Source: an optimization exercise on an open RTL-to-GDS flow (aim: a short achievable clock period and few clock cycles). Production flows keep margins and buffers that such runs may drop. In this exercise RTL edits were held to simulation tests only and were not proved equivalent to the original. Power is estimated from default activity; no workload was simulated.

==> job 4252 <==
// nc_cpu_top
module nc_cpu_top #(
    parameter cpu_pkg::bank_t RESET_BANK      = 8'h01,
    parameter cpu_pkg::word_t RESET_OFFSET    = 16'h8000,
    parameter cpu_pkg::bank_t RESET_DATA_BANK = 8'h00
) (
    input  logic           clk,
    input  logic           reset_n,
    output logic           mem_valid,
    output logic           mem_we,
    output cpu_pkg::addr_t mem_addr,
    output cpu_pkg::word_t mem_wdata,
    input  logic           mem_ready,
    input  cpu_pkg::word_t mem_rdata,
    output logic           halted
);
Settings: LEC_CHECK=0, ABC_CLOCK_PERIOD_IN_PS=3000, CAP_MARGIN=20, CORE_MARGIN=2, CORE_UTILIZATION=50, PLACE_DENSITY=0.65, SLEW_MARGIN=20, TNS_END_PERCENT=10; clock period 11.0 ns.
standard.sh (not shown) runs the stock make flow with config.mk's settings and CLKGATE_MAP_FILE= SYNTH_SCRIPT=/design/flow/synth_recipe.tcl, a recipe that flattens the netlist after the stock synthesis.
==> flow/flow/run.sh <==
#!/bin/bash
set -euo pipefail
bash standard.sh SETUP_SLACK_MARGIN=7 finish > standard.log 2>&1
==> inputs of job 7555, as changes to job 4252 <==
--- a/flow/design.v
+++ b/flow/design.v
@@ -370,22 +370,18 @@
             pstop_n   = w_halt;
             hit_n     = hit_inc;
             cw_n      = cw_inc;
         end
     end
     logic signed [10:0] rd_db;
-    logic [15:0]        jd;       
-    logic               jd_fit;   
     always_comb begin
         if (is_jmpi)
             rd_db = 11'(signed'({2'b00, qi0[8:0]})) - 11'(signed'({2'b00, qp0[8:0]}));
         else
             rd_db = 11'(signed'({{2{qi0[8]}}, qi0[8:0]})) + 11'sd2;
-        rd_db  = rd_db - (qv1 ? 11'sd4 : 11'sd2);
-        jd     = rs_val - fpc;
-        jd_fit = (jd[15:10] == 6'h00) || (jd[15:10] == 6'h3F);
+        rd_db = rd_db - (qv1 ? 11'sd4 : 11'sd2);
     end
     logic signed [10:0] rd_ahead, rd_back;
     logic               rd_in;
     assign rd_ahead = 11'(signed'({5'b0, ahead})) - 11'(signed'(rdw));
     assign rd_back  = 11'(signed'({5'b0, back}))  + 11'(signed'(rdw));
     assign rd_in    = rdok && !rd_ahead[10] && !rd_back[10];
@@ -393,20 +389,20 @@
     logic [15:0] ppc_e;
     assign ahead_e = !rdq ? ahead : (rd_in ? rd_ahead[5:0] : 6'd0);
     assign back_e  = !rdq ? back  : (rd_in ? rd_back[5:0]  : 6'd0);
     assign ppc_e   = (rdq && !rd_in) ? fpc : ppc;
     logic missing, pf_ok;
     assign missing = !rdq && (ahead != 6'd0) && !fhit && !in_fpc;
-    assign pf_ok   = !pstop && !halted && !redir && !missing &&
-                     (ahead_e < 6'(PF_W)) && !((ahead_e == 6'd0) && fhit_e);
+    assign pf_ok   = !rdq && !pstop && !halted && !redir && !missing &&
+                     (ahead < 6'(PF_W)) && !((ahead == 6'd0) && fhit);
     logic iss;
     assign iss = bus_free && !dpend && !post_nw && pf_ok;
     logic [15:0] ppc_inc;
     logic [5:0]  ahead_inc, ahead_dec, back_inc;
-    assign ppc_inc   = ppc_e + 16'd2;
-    assign ahead_inc = ahead_e + 6'd1;
+    assign ppc_inc   = ppc + 16'd2;
+    assign ahead_inc = ahead + 6'd1;
     assign ahead_dec = ahead_e - 6'd1;
     assign back_inc  = (back_e == 6'(BMAX)) ? back_e : back_e + 6'd1;
     logic [15:0] ppc_n;
     logic [5:0]  ahead_n, back_n;
     always_comb begin
         ppc_n   = ppc_e;
@@ -421,13 +417,13 @@
                 ppc_n = ppc_inc;
             else if (arrive && (ahead_e == 6'd0))
                 ppc_n = fpc_inc;
             if (arrive) begin
                 back_n = back_inc;
                 if (ahead_e != 6'd0)
-                    ahead_n = iss ? ahead_e : ahead_dec;
+                    ahead_n = iss ? ahead : ahead_dec;
                 else
                     ahead_n = iss ? ahead_inc : ahead_e;
             end else if (iss) begin
                 ahead_n = ahead_inc;
             end
         end
@@ -571,19 +567,14 @@
         end else begin
             rw_v   <= ic_v[ridx];
             rw_tag <= ic_tag[ridx];
             rw_d   <= ic_d[ridx];
         end
         if (redir) begin
-            if (is_jmp) begin
-                rdw  <= jd[10:1];
-                rdok <= jd_fit && !jd[0];
-            end else begin
-                rdw  <= rd_db[10:1];
-                rdok <= !rd_db[0];
-            end
+            rdw  <= rd_db[10:1];
+            rdok <= !is_jmp && !rd_db[0];
         end
         if (bus_done && bfetch) begin
             ic_tag[baddr[IB:1]] <= {baddr[15:IB+1], baddr[0]};
             ic_d[baddr[IB:1]]   <= mem_rdata;
         end
         if (bus_free && !(halted || halt_now)) begin
@@ -591,13 +582,13 @@
                 baddr  <= dpaddr;
                 bwdata <= dpwdata;
             end else if (post) begin
                 baddr  <= ls_addr;
                 bwdata <= rd_val;
             end else if (iss) begin
-                baddr  <= {RESET_BANK, ppc_e};
+                baddr  <= {RESET_BANK, ppc};
             end
         end
         if (post && (dpend || !bus_free)) begin
             dpwe    <= is_store;
             dpaddr  <= ls_addr;
             dpwdata <= rd_val;
==> inputs of job 3703, as changes to job 4252 <==
--- a/flow/design.v
+++ b/flow/design.v
@@ -73,13 +73,13 @@
     input  cpu_pkg::word_t mem_rdata,
     output logic           halted
 );
     localparam int IC_N = 32;    
     localparam int IB   = 5;            
     localparam int DC_N = 4;     
-    localparam int MUL_CYC = 3;  
+    localparam int MUL_CYC = 2;  
     localparam int PF_W = 15;     
     localparam logic [15:0] RP2 = RESET_OFFSET + 16'd2;
     localparam int BMAX = IC_N - 1 - PF_W;    
     logic        bv, bwe, bfetch, bstale;
     logic [23:0] baddr;
     logic [15:0] bwdata;
@@ -159,16 +159,15 @@
     logic [15:0] redir_pc;
     assign redir    = qv0 && ((is_branch && cond_true) || is_jmp || is_jmpi);
     assign redir_pc = is_jmp  ? rs_val :
                       is_jmpi ? {qp0[15:9], qi0[8:0]} : (qp0 + 16'd2 + imm_se);
     logic [1:0]  mcnt;
     logic        is_mul, mul_last;
-    logic [15:0] ms, mc, mul_res;
+    logic [15:0] mul_res;
     assign is_mul   = (op == cpu_pkg::OP_MUL);
     assign mul_last = (mcnt == 2'(MUL_CYC - 1));
-    assign mul_res  = ms + mc;
     function automatic logic [31:0] csa(input logic [15:0] x, y, z);
         csa = {x ^ y ^ z, ((x & y) | (x & z) | (y & z)) << 1};
     endfunction
     logic [15:0] pp [16];
     logic [15:0] l1 [11];
     logic [15:0] l2 [8];
@@ -193,12 +192,13 @@
         l3[5] = l2[7];
         for (int i = 0; i < 2; i++)
             {l4[2*i], l4[2*i+1]} = csa(m3[3*i], m3[3*i+1], m3[3*i+2]);
         {l5[0], l5[1]} = csa(l4[0], l4[1], l4[2]);
         l5[2] = l4[3];
         {mt_s, mt_c} = csa(l5[0], l5[1], l5[2]);
+        mul_res = mt_s + mt_c;
     end
     always_ff @(posedge clk or negedge reset_n) begin
         if (!reset_n)
             mcnt <= 2'd0;
         else if (qv0 && is_mul && !mul_last)
             mcnt <= mcnt + 2'd1;
@@ -206,14 +206,12 @@
             mcnt <= 2'd0;
     end
     always_ff @(posedge clk) begin
         if (mcnt == 2'd0)
             for (int i = 0; i < 6; i++)
                 m3[i] <= l3[i];
-        ms <= mt_s;
-        mc <= mt_c;
     end
     logic        wr_en, set_zn, set_cv, dbr_wr;
     logic [15:0] res;
     logic        c_out, v_out;
     logic [16:0] sum, dif;
     assign sum = {1'b0, rs_val} + {1'b0, rt_val};
@@ -370,22 +368,18 @@
             pstop_n   = w_halt;
             hit_n     = hit_inc;
             cw_n      = cw_inc;
         end
     end
     logic signed [10:0] rd_db;
-    logic [15:0]        jd;       
-    logic               jd_fit;   
     always_comb begin
         if (is_jmpi)
             rd_db = 11'(signed'({2'b00, qi0[8:0]})) - 11'(signed'({2'b00, qp0[8:0]}));
         else
             rd_db = 11'(signed'({{2{qi0[8]}}, qi0[8:0]})) + 11'sd2;
-        rd_db  = rd_db - (qv1 ? 11'sd4 : 11'sd2);
-        jd     = rs_val - fpc;
-        jd_fit = (jd[15:10] == 6'h00) || (jd[15:10] == 6'h3F);
+        rd_db = rd_db - (qv1 ? 11'sd4 : 11'sd2);
     end
     logic signed [10:0] rd_ahead, rd_back;
     logic               rd_in;
     assign rd_ahead = 11'(signed'({5'b0, ahead})) - 11'(signed'(rdw));
     assign rd_back  = 11'(signed'({5'b0, back}))  + 11'(signed'(rdw));
     assign rd_in    = rdok && !rd_ahead[10] && !rd_back[10];
@@ -393,20 +387,20 @@
     logic [15:0] ppc_e;
     assign ahead_e = !rdq ? ahead : (rd_in ? rd_ahead[5:0] : 6'd0);
     assign back_e  = !rdq ? back  : (rd_in ? rd_back[5:0]  : 6'd0);
     assign ppc_e   = (rdq && !rd_in) ? fpc : ppc;
     logic missing, pf_ok;
     assign missing = !rdq && (ahead != 6'd0) && !fhit && !in_fpc;
-    assign pf_ok   = !pstop && !halted && !redir && !missing &&
-                     (ahead_e < 6'(PF_W)) && !((ahead_e == 6'd0) && fhit_e);
+    assign pf_ok   = !rdq && !pstop && !halted && !redir && !missing &&
+                     (ahead < 6'(PF_W)) && !((ahead == 6'd0) && fhit);
     logic iss;
     assign iss = bus_free && !dpend && !post_nw && pf_ok;
     logic [15:0] ppc_inc;
     logic [5:0]  ahead_inc, ahead_dec, back_inc;
-    assign ppc_inc   = ppc_e + 16'd2;
-    assign ahead_inc = ahead_e + 6'd1;
+    assign ppc_inc   = ppc + 16'd2;
+    assign ahead_inc = ahead + 6'd1;
     assign ahead_dec = ahead_e - 6'd1;
     assign back_inc  = (back_e == 6'(BMAX)) ? back_e : back_e + 6'd1;
     logic [15:0] ppc_n;
     logic [5:0]  ahead_n, back_n;
     always_comb begin
         ppc_n   = ppc_e;
@@ -421,13 +415,13 @@
                 ppc_n = ppc_inc;
             else if (arrive && (ahead_e == 6'd0))
                 ppc_n = fpc_inc;
             if (arrive) begin
                 back_n = back_inc;
                 if (ahead_e != 6'd0)
-                    ahead_n = iss ? ahead_e : ahead_dec;
+                    ahead_n = iss ? ahead : ahead_dec;
                 else
                     ahead_n = iss ? ahead_inc : ahead_e;
             end else if (iss) begin
                 ahead_n = ahead_inc;
             end
         end
@@ -571,19 +565,14 @@
         end else begin
             rw_v   <= ic_v[ridx];
             rw_tag <= ic_tag[ridx];
             rw_d   <= ic_d[ridx];
         end
         if (redir) begin
-            if (is_jmp) begin
-                rdw  <= jd[10:1];
-                rdok <= jd_fit && !jd[0];
-            end else begin
-                rdw  <= rd_db[10:1];
-                rdok <= !rd_db[0];
-            end
+            rdw  <= rd_db[10:1];
+            rdok <= !is_jmp && !rd_db[0];
         end
         if (bus_done && bfetch) begin
             ic_tag[baddr[IB:1]] <= {baddr[15:IB+1], baddr[0]};
             ic_d[baddr[IB:1]]   <= mem_rdata;
         end
         if (bus_free && !(halted || halt_now)) begin
@@ -591,13 +580,13 @@
                 baddr  <= dpaddr;
                 bwdata <= dpwdata;
             end else if (post) begin
                 baddr  <= ls_addr;
                 bwdata <= rd_val;
             end else if (iss) begin
-                baddr  <= {RESET_BANK, ppc_e};
+                baddr  <= {RESET_BANK, ppc};
             end
         end
         if (post && (dpend || !bus_free)) begin
             dpwe    <= is_store;
             dpaddr  <= ls_addr;
             dpwdata <= rd_val;
==> inputs of job 718, as changes to job 4252 <==
--- a/flow/design.v
+++ b/flow/design.v
@@ -75,13 +75,12 @@
 );
     localparam int IC_N = 32;    
     localparam int IB   = 5;            
     localparam int DC_N = 4;     
     localparam int MUL_CYC = 3;  
     localparam int PF_W = 15;     
-    localparam logic [15:0] RP2 = RESET_OFFSET + 16'd2;
     localparam int BMAX = IC_N - 1 - PF_W;    
     logic        bv, bwe, bfetch, bstale;
     logic [23:0] baddr;
     logic [15:0] bwdata;
     assign mem_valid = bv;
     assign mem_we    = bwe;
@@ -268,18 +267,17 @@
             dc_hv[i] = dc_v[i] && (dc_a[i] == ls_addr);
             if (dc_hv[i])
                 dc_rd = dc_rd | dc_d[i];
         end
         dc_hit = |dc_hv;
     end
-    logic post_ok, ld_hit, post_raw, post, post_nw, ld_done, halt_now;
+    logic post_ok, ld_hit, post_raw, post, ld_done, halt_now;
     assign post_ok  = !dpend || bus_free;
     assign ld_hit   = qv0 && is_load && !ld_wait && dc_hit;
     assign post_raw = qv0 && is_mem && !ld_wait && post_ok;
     assign post     = post_raw && !(is_load && dc_hit);
-    assign post_nw  = qv0 && is_mem && !ld_wait && !(is_load && dc_hit);    
     assign ld_done  = bus_done && !bfetch && !bwe;
     assign halt_now = qv0 && is_halt && !dpend && bus_free && !halted;
     logic pop;
     always_comb begin
         pop = 1'b0;
         if (qv0) begin
@@ -287,12 +285,15 @@
             else if (is_store) pop = post;
             else if (is_halt)  pop = 1'b0;
             else if (is_mul)   pop = mul_last;
             else               pop = 1'b1;
         end
     end
+    function automatic logic ic_lk(input logic [15:0] a);
+        ic_lk = ic_v[a[IB:1]] && (ic_tag[a[IB:1]] == {a[15:IB+1], a[0]});
+    endfunction
     logic fill, in_fpc;
     assign fill   = bus_done && bfetch;
     assign in_fpc = bv && bfetch && (baddr[15:0] == fpc);
     logic        rdq, rdok;
     logic [9:0]  rdw;           
     logic [IB:0] rsum;
@@ -315,77 +316,57 @@
     logic [7:0] w_rs, w_rt, w_rd;
     assign w_rs = 8'd1 << w[8:6];
     assign w_rt = 8'd1 << w[5:3];
     assign w_rd = 8'd1 << w[11:9];
     logic w_halt;
     assign w_halt = (w[15:12] == cpu_pkg::OP_SPECIAL) && (w[2:0] == cpu_pkg::FUNC_HALT);
-    logic [15:0]   fpc_inc, fpc_inc_n, redir_inc;
-    logic [IC_N-1:0] foh, foh_n;
-    assign redir_inc = redir_pc + 16'd2;
-    logic           hit_inc, oh_v;
-    logic [15:0]    cw_inc, oh_d;
-    logic [15-IB:0] oh_tag;
+    logic [15:0] fpc_inc;
+    assign fpc_inc = fpc + 16'd2;
+    logic        hit_inc, hit_cur;
+    logic [15:0] cw_inc, cw_cur;
     always_comb begin
-        oh_v   = |(ic_v & foh);
-        oh_tag = '0;
-        oh_d   = '0;
-        for (int i = 0; i < IC_N; i++) begin
-            oh_tag = oh_tag | (ic_tag[i] & {(16-IB){foh[i]}});
-            oh_d   = oh_d   | (ic_d[i]   & {16{foh[i]}});
-        end
         if (fill && (baddr[15:0] == fpc_inc)) begin
             hit_inc = 1'b1;
             cw_inc  = mem_rdata;
         end else begin
-            hit_inc = oh_v && (oh_tag == {fpc_inc[15:IB+1], fpc_inc[0]});
-            cw_inc  = oh_d;
+            hit_inc = ic_lk(fpc_inc);
+            cw_inc  = ic_d[fpc_inc[IB:1]];
+        end
+        if (fill && (baddr[15:0] == fpc)) begin
+            hit_cur = 1'b1;
+            cw_cur  = mem_rdata;
+        end else begin
+            hit_cur = ic_lk(fpc);
+            cw_cur  = ic_d[fpc[IB:1]];
         end
     end
     logic [15:0] fpc_n, cw_n;
     logic        pstop_n, hit_n;
     always_comb begin
-        fpc_n     = fpc;
-        fpc_inc_n = fpc_inc;
-        foh_n     = foh;
-        pstop_n   = pstop;
-        if (fhit_e) begin
-            hit_n = 1'b1;
-            cw_n  = cw_e;
-        end else if (fill && (baddr[15:0] == fpc)) begin
-            hit_n = 1'b1;
-            cw_n  = mem_rdata;
-        end else begin
-            hit_n = 1'b0;
-            cw_n  = cw_e;
-        end
+        fpc_n   = fpc;
+        pstop_n = pstop;
+        hit_n   = hit_cur;
+        cw_n    = cw_cur;
         if (redir) begin
-            fpc_inc_n = redir_inc;
-            foh_n     = IC_N'(1) << redir_inc[IB:1];
             fpc_n   = redir_pc;
             pstop_n = 1'b0;
             hit_n   = 1'b0;
         end else if (arrive) begin
-            fpc_n     = fpc_inc;
-            fpc_inc_n = fpc_inc + 16'd2;
-            foh_n     = {foh[IC_N-2:0], foh[IC_N-1]};
-            pstop_n   = w_halt;
-            hit_n     = hit_inc;
-            cw_n      = cw_inc;
+            fpc_n   = fpc_inc;
+            pstop_n = w_halt;
+            hit_n   = hit_inc;
+            cw_n    = cw_inc;
         end
     end
     logic signed [10:0] rd_db;
-    logic [15:0]        jd;       
-    logic               jd_fit;   
     always_comb begin
         if (is_jmpi)
             rd_db = 11'(signed'({2'b00, qi0[8:0]})) - 11'(signed'({2'b00, qp0[8:0]}));
         else
             rd_db = 11'(signed'({{2{qi0[8]}}, qi0[8:0]})) + 11'sd2;
-        rd_db  = rd_db - (qv1 ? 11'sd4 : 11'sd2);
-        jd     = rs_val - fpc;
-        jd_fit = (jd[15:10] == 6'h00) || (jd[15:10] == 6'h3F);
+        rd_db = rd_db - (qv1 ? 11'sd4 : 11'sd2);
     end
     logic signed [10:0] rd_ahead, rd_back;
     logic               rd_in;
     assign rd_ahead = 11'(signed'({5'b0, ahead})) - 11'(signed'(rdw));
     assign rd_back  = 11'(signed'({5'b0, back}))  + 11'(signed'(rdw));
     assign rd_in    = rdok && !rd_ahead[10] && !rd_back[10];
@@ -393,20 +374,20 @@
     logic [15:0] ppc_e;
     assign ahead_e = !rdq ? ahead : (rd_in ? rd_ahead[5:0] : 6'd0);
     assign back_e  = !rdq ? back  : (rd_in ? rd_back[5:0]  : 6'd0);
     assign ppc_e   = (rdq && !rd_in) ? fpc : ppc;
     logic missing, pf_ok;
     assign missing = !rdq && (ahead != 6'd0) && !fhit && !in_fpc;
-    assign pf_ok   = !pstop && !halted && !redir && !missing &&
-                     (ahead_e < 6'(PF_W)) && !((ahead_e == 6'd0) && fhit_e);
+    assign pf_ok   = !rdq && !pstop && !halted && !redir && !halt_now && !missing &&
+                     (ahead < 6'(PF_W)) && !((ahead == 6'd0) && fhit);
     logic iss;
-    assign iss = bus_free && !dpend && !post_nw && pf_ok;
+    assign iss = bus_free && !dpend && !post && pf_ok;
     logic [15:0] ppc_inc;
     logic [5:0]  ahead_inc, ahead_dec, back_inc;
-    assign ppc_inc   = ppc_e + 16'd2;
-    assign ahead_inc = ahead_e + 6'd1;
+    assign ppc_inc   = ppc + 16'd2;
+    assign ahead_inc = ahead + 6'd1;
     assign ahead_dec = ahead_e - 6'd1;
     assign back_inc  = (back_e == 6'(BMAX)) ? back_e : back_e + 6'd1;
     logic [15:0] ppc_n;
     logic [5:0]  ahead_n, back_n;
     always_comb begin
         ppc_n   = ppc_e;
@@ -421,13 +402,13 @@
                 ppc_n = ppc_inc;
             else if (arrive && (ahead_e == 6'd0))
                 ppc_n = fpc_inc;
             if (arrive) begin
                 back_n = back_inc;
                 if (ahead_e != 6'd0)
-                    ahead_n = iss ? ahead_e : ahead_dec;
+                    ahead_n = iss ? ahead : ahead_dec;
                 else
                     ahead_n = iss ? ahead_inc : ahead_e;
             end else if (iss) begin
                 ahead_n = ahead_inc;
             end
         end
@@ -437,14 +418,12 @@
             bv      <= 1'b0;
             bwe     <= 1'b0;
             bfetch  <= 1'b0;
             dpend   <= 1'b0;
             ld_wait <= 1'b0;
             fpc     <= RESET_OFFSET;
-            fpc_inc <= RESET_OFFSET + 16'd2;
-            foh     <= IC_N'(1) << RP2[IB:1];
             ppc     <= RESET_OFFSET;
             ahead   <= 6'd0;
             back    <= 6'd0;
             pstop   <= 1'b0;
             fhit    <= 1'b0;
             rdq     <= 1'b0;
@@ -456,15 +435,13 @@
             halted  <= 1'b0;
             for (int i = 0; i < 8; i++)
                 regs[i] <= '0;
             flags   <= '0;
             dbr     <= RESET_DATA_BANK;
         end else begin
-            fpc     <= fpc_n;
-            fpc_inc <= fpc_inc_n;
-            foh     <= foh_n;
+            fpc   <= fpc_n;
             pstop <= pstop_n;
             fhit  <= hit_n;
             rdq   <= redir;
             ppc   <= ppc_n;
             ahead <= ahead_n;
             back  <= back_n;
@@ -571,19 +548,14 @@
         end else begin
             rw_v   <= ic_v[ridx];
             rw_tag <= ic_tag[ridx];
             rw_d   <= ic_d[ridx];
         end
         if (redir) begin
-            if (is_jmp) begin
-                rdw  <= jd[10:1];
-                rdok <= jd_fit && !jd[0];
-            end else begin
-                rdw  <= rd_db[10:1];
-                rdok <= !rd_db[0];
-            end
+            rdw  <= rd_db[10:1];
+            rdok <= !is_jmp && !rd_db[0];
         end
         if (bus_done && bfetch) begin
             ic_tag[baddr[IB:1]] <= {baddr[15:IB+1], baddr[0]};
             ic_d[baddr[IB:1]]   <= mem_rdata;
         end
         if (bus_free && !(halted || halt_now)) begin
@@ -591,13 +563,13 @@
                 baddr  <= dpaddr;
                 bwdata <= dpwdata;
             end else if (post) begin
                 baddr  <= ls_addr;
                 bwdata <= rd_val;
             end else if (iss) begin
-                baddr  <= {RESET_BANK, ppc_e};
+                baddr  <= {RESET_BANK, ppc};
             end
         end
         if (post && (dpend || !bus_free)) begin
             dpwe    <= is_store;
             dpaddr  <= ls_addr;
             dpwdata <= rd_val;
==> summary of the runs <==
Job 718 completed without violations. Job 4252 produced a clean layout. Job 7555 produced a clean layout. Job 3703 completed without violations. The lowest sequential power belongs to job 718, the highest to job 3703. Final area, highest first: job 718, job 4252, job 7555, job 3703. Against job 7555, the flip-flop and latch count of job 718 is lower by 48. The lowest die area belongs to job 3703, the highest to job 718. Against job 718, the first-iteration DRC count of job 3703 is higher by about 13%. Total power, lowest first: job 718, job 7555, job 4252, job 3703. Between job 7555 and job 3703, the lower clock skew is in job 7555 (gap 5.4 ps). The lowest hold slack belongs to job 718, the highest to job 3703. Global-route usage, lowest first: job 718, job 3703, job 4252, job 7555. In job 718 the clock-buffer cell count is higher than in job 4252, by 13. Synthesized area, highest first: job 718, job 4252, job 7555, job 3703.
Testbench counts of job 4252, summed over its fixed seeds: cycles 67,234.
Testbench counts of job 7555, summed over its fixed seeds: cycles 69,383.
Testbench counts of job 3703, summed over its fixed seeds: cycles 68,573.
Testbench counts of job 718, summed over its fixed seeds: cycles 69,383.

-- port drivers added, routing unchanged --
How much do the figures lean on ideal ports? The routed layouts below were timed once more, with nothing changed but the port constraints.
Step 1, drivers: a clkbuf_16 drives clk and a buf_2 each remaining input, both assumed.
Step 2, shift: input delay + t, output delay - t, t = (earliest + latest rising clock arrival at the registers) / 2. This alone moves slack from input paths to output paths.
Slacks: ideal / step 1 / step 2; pairs: ideal / step 1.
run	t (ns)	setup slack, ns	slew at the worst register clock pin (ns)
job 4252	0.910	6.067 / 6.067 / 5.458	0.07 / 0.07
job 7555	0.913	6.652 / 6.652 / 5.825	0.07 / 0.07
job 3703	0.902	6.601 / 6.601 / 6.184	0.07 / 0.07
job 718	0.915	6.468 / 6.468 / 5.966	0.07 / 0.07
After both steps every run listed still meets setup and hold. For job 7555, which loses most, drivers alone change the setup slack by 0.000 ns; drivers and shift together by -0.827 ns.
